Context: an optimization exercise on an open-source flow, tuned for small area, a short achievable clock period and few clock cycles per item. The choices shown serve that exercise and are no tape-out recipe. Where RTL was checked, it was by simulation tests only, not by an equivalence proof against the original. Power is estimated from default activity; no workload was simulated.

== v6 ==
==> flow/design.v <==
`timescale 1ns / 1ps
package spic_pkg;
  localparam int unsigned CFG_INDEX_W = 3;
  localparam logic [CFG_INDEX_W-1:0] CFG_QUERY_LENGTH   = 3'd0;
  localparam logic [CFG_INDEX_W-1:0] CFG_KEY_LENGTH     = 3'd1;
  localparam logic [CFG_INDEX_W-1:0] CFG_EXPECTED_TASKS = 3'd2;
  localparam logic [CFG_INDEX_W-1:0] CFG_ROW_LIMIT      = 3'd3;
  localparam logic [CFG_INDEX_W-1:0] CFG_INTERVAL_LIMIT = 3'd4;
  localparam logic [31:0] RST_QUERY_LENGTH   = 32'd1024;
  localparam logic [31:0] RST_KEY_LENGTH     = 32'd1024;
  localparam logic [31:0] RST_EXPECTED_TASKS = 32'd32;
  localparam logic [15:0] RST_ROW_LIMIT      = 16'd32;
  localparam logic [7:0]  RST_INTERVAL_LIMIT = 8'd16;
  typedef struct packed {
    logic [31:0] query_length_n;
    logic [31:0] key_length;
    logic [31:0] expected_tasks;
    logic [15:0] row_limit_n;
    logic [7:0]  interval_limit_n;
  } cfg_t;
endpackage
`timescale 1ns / 1ps
module spic_cfg_regs (
  input  logic                                clk,
  input  logic                                rst_n,
  input  logic                                cfg_we,
  input  logic [spic_pkg::CFG_INDEX_W-1:0]    cfg_index,
  input  logic [31:0]                         cfg_wdata,
  output spic_pkg::cfg_t                      cfg
);
  spic_pkg::cfg_t cfg_r;
  logic [4:0]     en;
  logic [31:0]    wd_ql_n, wd_kl, wd_et;
  logic [15:0]    wd_rl_n;
  logic [7:0]     wd_il_n;
  always_comb begin
    for (int i = 0; i < 5; i++)
      en[i] = !rst_n || (cfg_we && (cfg_index == i[2:0]));
    wd_ql_n = ~(rst_n ? cfg_wdata       : spic_pkg::RST_QUERY_LENGTH);
    wd_kl   =   rst_n ? cfg_wdata       : spic_pkg::RST_KEY_LENGTH;
    wd_et   =   rst_n ? cfg_wdata       : spic_pkg::RST_EXPECTED_TASKS;
    wd_rl_n = ~(rst_n ? cfg_wdata[15:0] : spic_pkg::RST_ROW_LIMIT);
    wd_il_n = ~(rst_n ? cfg_wdata[7:0]  : spic_pkg::RST_INTERVAL_LIMIT);
  end
  always_ff @(posedge clk) begin
    if (en[0]) cfg_r.query_length_n   <= wd_ql_n;
    if (en[1]) cfg_r.key_length       <= wd_kl;
    if (en[2]) cfg_r.expected_tasks   <= wd_et;
    if (en[3]) cfg_r.row_limit_n      <= wd_rl_n;
    if (en[4]) cfg_r.interval_limit_n <= wd_il_n;
  end
  assign cfg = cfg_r;
endmodule
`timescale 1ns / 1ps
module spic_check_core (
  input  logic              clk,
  input  logic              rst_n,
  input  spic_pkg::cfg_t    cfg,
  input  logic              acc,       
  input  logic              adv,       
  input  logic [31:0]       qs,
  input  logic [31:0]       qr,
  input  logic [31:0]       it,
  input  logic [31:0]       is,
  input  logic [31:0]       ie,
  input  logic              pe,
  output logic [1:0]        verdict,
  output logic              error_seen
);
  function automatic logic [1:0] cmp32(input logic [31:0] a, input logic [31:0] bn);
    logic [31:0] g, p;
    g = a & bn;
    p = a | bn;
    for (int lvl = 0; lvl < 5; lvl++) begin
      for (int i = 0; i < 16; i++) begin
        if (i < (16 >> lvl)) begin
          g[i] = g[2*i+1] | (p[2*i+1] & g[2*i]);
          p[i] = p[2*i+1] & p[2*i];
        end
      end
    end
    cmp32 = {g[0], g[0] | p[0]};
  endfunction
  logic        fresh_r;       
  logic        lz_r;          
  logic [32:0] cursor_r;
  logic [31:0] tasks_r;
  logic [7:0]  left_r;
  logic [31:0] last_stop_n_r;
  logic [3:0]  bad_r;
  logic        first_r, pe_r;
  logic        failed_r;
  logic        first;
  logic [7:0]  left_open;
  logic [31:0] ie_n;
  logic [1:0]  c_rl, c_il, c_ie, c_ls, c_ql, c_kl;
  logic [3:0]  bad;
  logic        cur_gt, cur_eq;
  logic        failed_upd, plan_ok;
  always_comb begin
    first     = fresh_r || lz_r;
    left_open = first ? it[7:0] : left_r;
    ie_n      = ~ie;
    c_rl = cmp32({16'd0, qr[15:0]}, {16'hFFFF, cfg.row_limit_n});    
    c_il = cmp32({24'd0, it[7:0]}, {24'hFF_FFFF, cfg.interval_limit_n});
    c_ie = cmp32(is, ie_n);                                          
    c_ls = cmp32(is, last_stop_n_r);                                 
    bad[0] = first && (fresh_r ? (qs != 32'd0) : (qs != cursor_r[31:0]));
    bad[1] = first && ((qr[31:16] != 16'd0) || (qr[15:0] == 16'd0) ||
                       (it[31:8] != 24'd0) || (it[7:0] == 8'd0));
    bad[2] = first && (c_rl[1] || c_il[1]);
    bad[3] = c_ie[0] || (!first && !c_ls[0]);
    c_ql   = cmp32(cursor_r[31:0], cfg.query_length_n);
    c_kl   = cmp32(cfg.key_length, last_stop_n_r);                   
    cur_gt = cursor_r[32] || c_ql[1];
    cur_eq = !cursor_r[32] && c_ql[0] && !c_ql[1];
    failed_upd = failed_r || (bad_r != 4'd0) || (first_r && cur_gt) || !c_kl[0];
    plan_ok    = !failed_upd && cur_eq && (tasks_r == cfg.expected_tasks) && lz_r;
    if (pe_r) begin
      verdict    = plan_ok ? 2'd1 : 2'd2;
      error_seen = !plan_ok;
    end else begin
      verdict    = 2'd0;
      error_seen = failed_upd;
    end
  end
  always_ff @(posedge clk) begin
    if (acc && first) begin
      cursor_r <= {1'b0, qs} + {17'd0, qr[15:0]};
      tasks_r  <= fresh_r ? 32'd1 : tasks_r + 32'd1;
    end
  end
  always_ff @(posedge clk) begin
    if (acc) begin
      left_r        <= left_open - 8'd1;
      lz_r          <= (left_open == 8'd1);
      last_stop_n_r <= ie_n;
      bad_r         <= bad;
      first_r       <= first;
      pe_r          <= pe;
    end
  end
  always_ff @(posedge clk) begin
    if (!rst_n) begin
      fresh_r <= 1'b1;
    end else if (acc) begin
      fresh_r <= pe;
    end
  end
  always_ff @(posedge clk) begin
    if (!rst_n) begin
      failed_r <= 1'b0;
    end else if (adv) begin
      failed_r <= !pe_r && failed_upd;
    end
  end
endmodule
`timescale 1ns / 1ps
module sparse_interval_plan_checker (
  input  logic                             clk,
  input  logic                             rst_n,
  input  logic                             cfg_we,
  input  logic [spic_pkg::CFG_INDEX_W-1:0] cfg_index,
  input  logic [31:0]                      cfg_wdata,
  input  logic                             in_valid,
  output logic                             in_ready,
  input  logic [31:0]                      in_task_query_start,
  input  logic [31:0]                      in_task_query_rows,
  input  logic [31:0]                      in_task_interval_total,
  input  logic [31:0]                      in_interval_start,
  input  logic [31:0]                      in_interval_stop,
  input  logic                             in_plan_end,
  output logic                             out_valid,
  input  logic                             out_ready,
  output logic [1:0]                       out_verdict,
  output logic                             out_error_seen
);
  spic_pkg::cfg_t cfg;
  logic           s2_valid_r;
  logic           a_valid_r, b_valid_r;    
  logic [2:0]     a_res_r, b_res_r;        
  logic           acc, adv, pop;
  logic           s2_valid_nxt, a_valid_nxt, b_valid_nxt;
  logic           in_ready_r;
  logic [1:0]     verdict;
  logic           error_seen;
  spic_cfg_regs u_cfg_regs (
    .clk       (clk),
    .rst_n     (rst_n),
    .cfg_we    (cfg_we),
    .cfg_index (cfg_index),
    .cfg_wdata (cfg_wdata),
    .cfg       (cfg)
  );
  assign in_ready = in_ready_r;
  assign acc      = in_valid && in_ready;
  assign pop      = a_valid_r && out_ready;
  assign adv      = s2_valid_r && (!b_valid_r || out_ready);
  spic_check_core u_check_core (
    .clk        (clk),
    .rst_n      (rst_n),
    .cfg        (cfg),
    .acc        (acc),
    .adv        (adv),
    .qs         (in_task_query_start),
    .qr         (in_task_query_rows),
    .it         (in_task_interval_total),
    .is         (in_interval_start),
    .ie         (in_interval_stop),
    .pe         (in_plan_end),
    .verdict    (verdict),
    .error_seen (error_seen)
  );
  always_comb begin
    s2_valid_nxt = acc || (s2_valid_r && !adv);
    a_valid_nxt  = (a_valid_r && !pop) || b_valid_r || adv;
    b_valid_nxt  = (b_valid_r && !pop) || (adv && a_valid_r && !pop) ||
                   (adv && b_valid_r);
  end
  always_ff @(posedge clk) begin
    if (!rst_n) begin
      s2_valid_r <= 1'b0;
      a_valid_r  <= 1'b0;
      b_valid_r  <= 1'b0;
      in_ready_r <= 1'b1;
    end else begin
      s2_valid_r <= s2_valid_nxt;
      a_valid_r  <= a_valid_nxt;
      b_valid_r  <= b_valid_nxt;
      in_ready_r <= !(s2_valid_nxt && b_valid_nxt);
    end
  end
  always_ff @(posedge clk) begin
    if (!a_valid_r || pop) begin
      a_res_r <= b_valid_r ? b_res_r : {verdict, error_seen};
    end
    if (adv && (b_valid_r || !pop) && a_valid_r) begin
      b_res_r <= {verdict, error_seen};
    end
  end
  assign out_valid      = a_valid_r;
  assign out_verdict    = a_res_r[2:1];
  assign out_error_seen = a_res_r[0];
endmodule
export LEC_CHECK = 0
export CAP_MARGIN = 20
export CORE_MARGIN = 2
export CORE_UTILIZATION = 40
export CTS_BUF_LIST = sky130_fd_sc_hd__clkbuf_4
export CTS_CLUSTER_DIAMETER = 40
export CTS_CLUSTER_SIZE = 10
export SETUP_SLACK_MARGIN = 4.2
export SLEW_MARGIN = 20
create_clock -name core_clock -period 7.0 [get_ports {clk}]
standard.sh (not shown) runs the stock make flow with config.mk's settings and CLKGATE_MAP_FILE= SYNTH_SCRIPT=/design/flow/synth_recipe.tcl, a recipe that flattens the netlist after the stock synthesis.
==> flow/flow/run.sh <==
#!/bin/bash
# Layout flow: the standard ORFS flow, with the smallest plain buffer
# (buf_1) on the ports in place of the delay-cell buffers buffer_ports picks
# by default; the resizer upsizes the ones on critical paths.
set -euo pipefail
export BUFFER_PORTS_ARGS="-buffer_cell sky130_fd_sc_hd__buf_1"
bash standard.sh > standard.log 2>&1
Testbench counts of v6, summed over its fixed seeds: cycles 18,664, items 18,648.
diff inputs: v6 => v7
--- a/flow/design.v
+++ b/flow/design.v
@@ -77,12 +77,23 @@
           g[i] = g[2*i+1] | (p[2*i+1] & g[2*i]);
           p[i] = p[2*i+1] & p[2*i];
         end
       end
     end
     cmp32 = {g[0], g[0] | p[0]};
+  endfunction
+  function automatic logic [31:0] inc32(input logic [31:0] x);
+    logic [8:0]  bc;       
+    logic [31:0] k;        
+    bc[0] = 1'b1;
+    for (int b = 0; b < 8; b++) begin
+      k[4*b] = bc[b];
+      for (int i = 1; i < 4; i++) k[4*b+i] = k[4*b+i-1] & x[4*b+i-1];
+      bc[b+1] = bc[b] & (&x[4*b +: 4]);
+    end
+    inc32 = x ^ k;
   endfunction
   logic        fresh_r;       
   logic        lz_r;          
   logic [32:0] cursor_r;
   logic [31:0] tasks_r;
   logic [7:0]  left_r;
@@ -124,13 +135,13 @@
       error_seen = failed_upd;
     end
   end
   always_ff @(posedge clk) begin
     if (acc && first) begin
       cursor_r <= {1'b0, qs} + {17'd0, qr[15:0]};
-      tasks_r  <= fresh_r ? 32'd1 : tasks_r + 32'd1;
+      tasks_r  <= fresh_r ? 32'd1 : inc32(tasks_r);
     end
   end
   always_ff @(posedge clk) begin
     if (acc) begin
       left_r        <= left_open - 8'd1;
       lz_r          <= (left_open == 8'd1);
Results
- From v6 to v7 the numbers moved as follows: post-place setup slack decreased by 0.060 ns relative to the old numbers, total wirelength of the detailed-routed design essentially unchanged, depth of the critical timing path with buffers and inverters included rose by 1.
- v7 ended up with a lower final HPWL from detailed placement than v6 did.
- Count of unique library cells instantiated by Yosys (v7 / v6): 1.08
- Relative to v6, proportion of power drawn by flip-flops and latches decreased by 2.2 points in v7.
- Diff v6 -> v7 | detail-routed via count per cell | increase of 0.44%
- Maximum frequency (higher): v6
- On total internal power, the higher figure sits with v7, not v6.
- Headroom to the max-slew limit improves in v7 relative to v6.
- The buffer and inverter count on the worst path number comes out higher for v7 vs v6.
- [v7 vs v6] utilization after layout: higher in v7
No functional check of the RTL was part of v7.

static timing again, ports no longer ideal:
In the flow no input, the clock included, has a driving cell. The finished layouts below were timed again as built, in two steps.
Step 1 assumes that a clkbuf_16 drives the clock port and a buf_2 every other input.
Step 2, shift: input delay + t, output delay - t, t = (earliest + latest rising clock arrival at the registers) / 2. This alone moves slack from input paths to output paths.
a / b / c = ideal / step 1 / step 2; a / b = the first two.
run	t (ns)	slack for setup (ns)	clock arrival spread, ns	worst data-port slew with drivers (ns)
v6	0.697	4.066 / 4.060 / 3.363	0.033 / 0.033	0.07
v7	0.704	3.997 / 3.983 / 3.279	0.067 / 0.066	0.08
After both steps every run listed still meets setup and hold. The setup slack of v7, which loses most, moves by -0.014 ns with the drivers and by -0.718 ns with both steps.
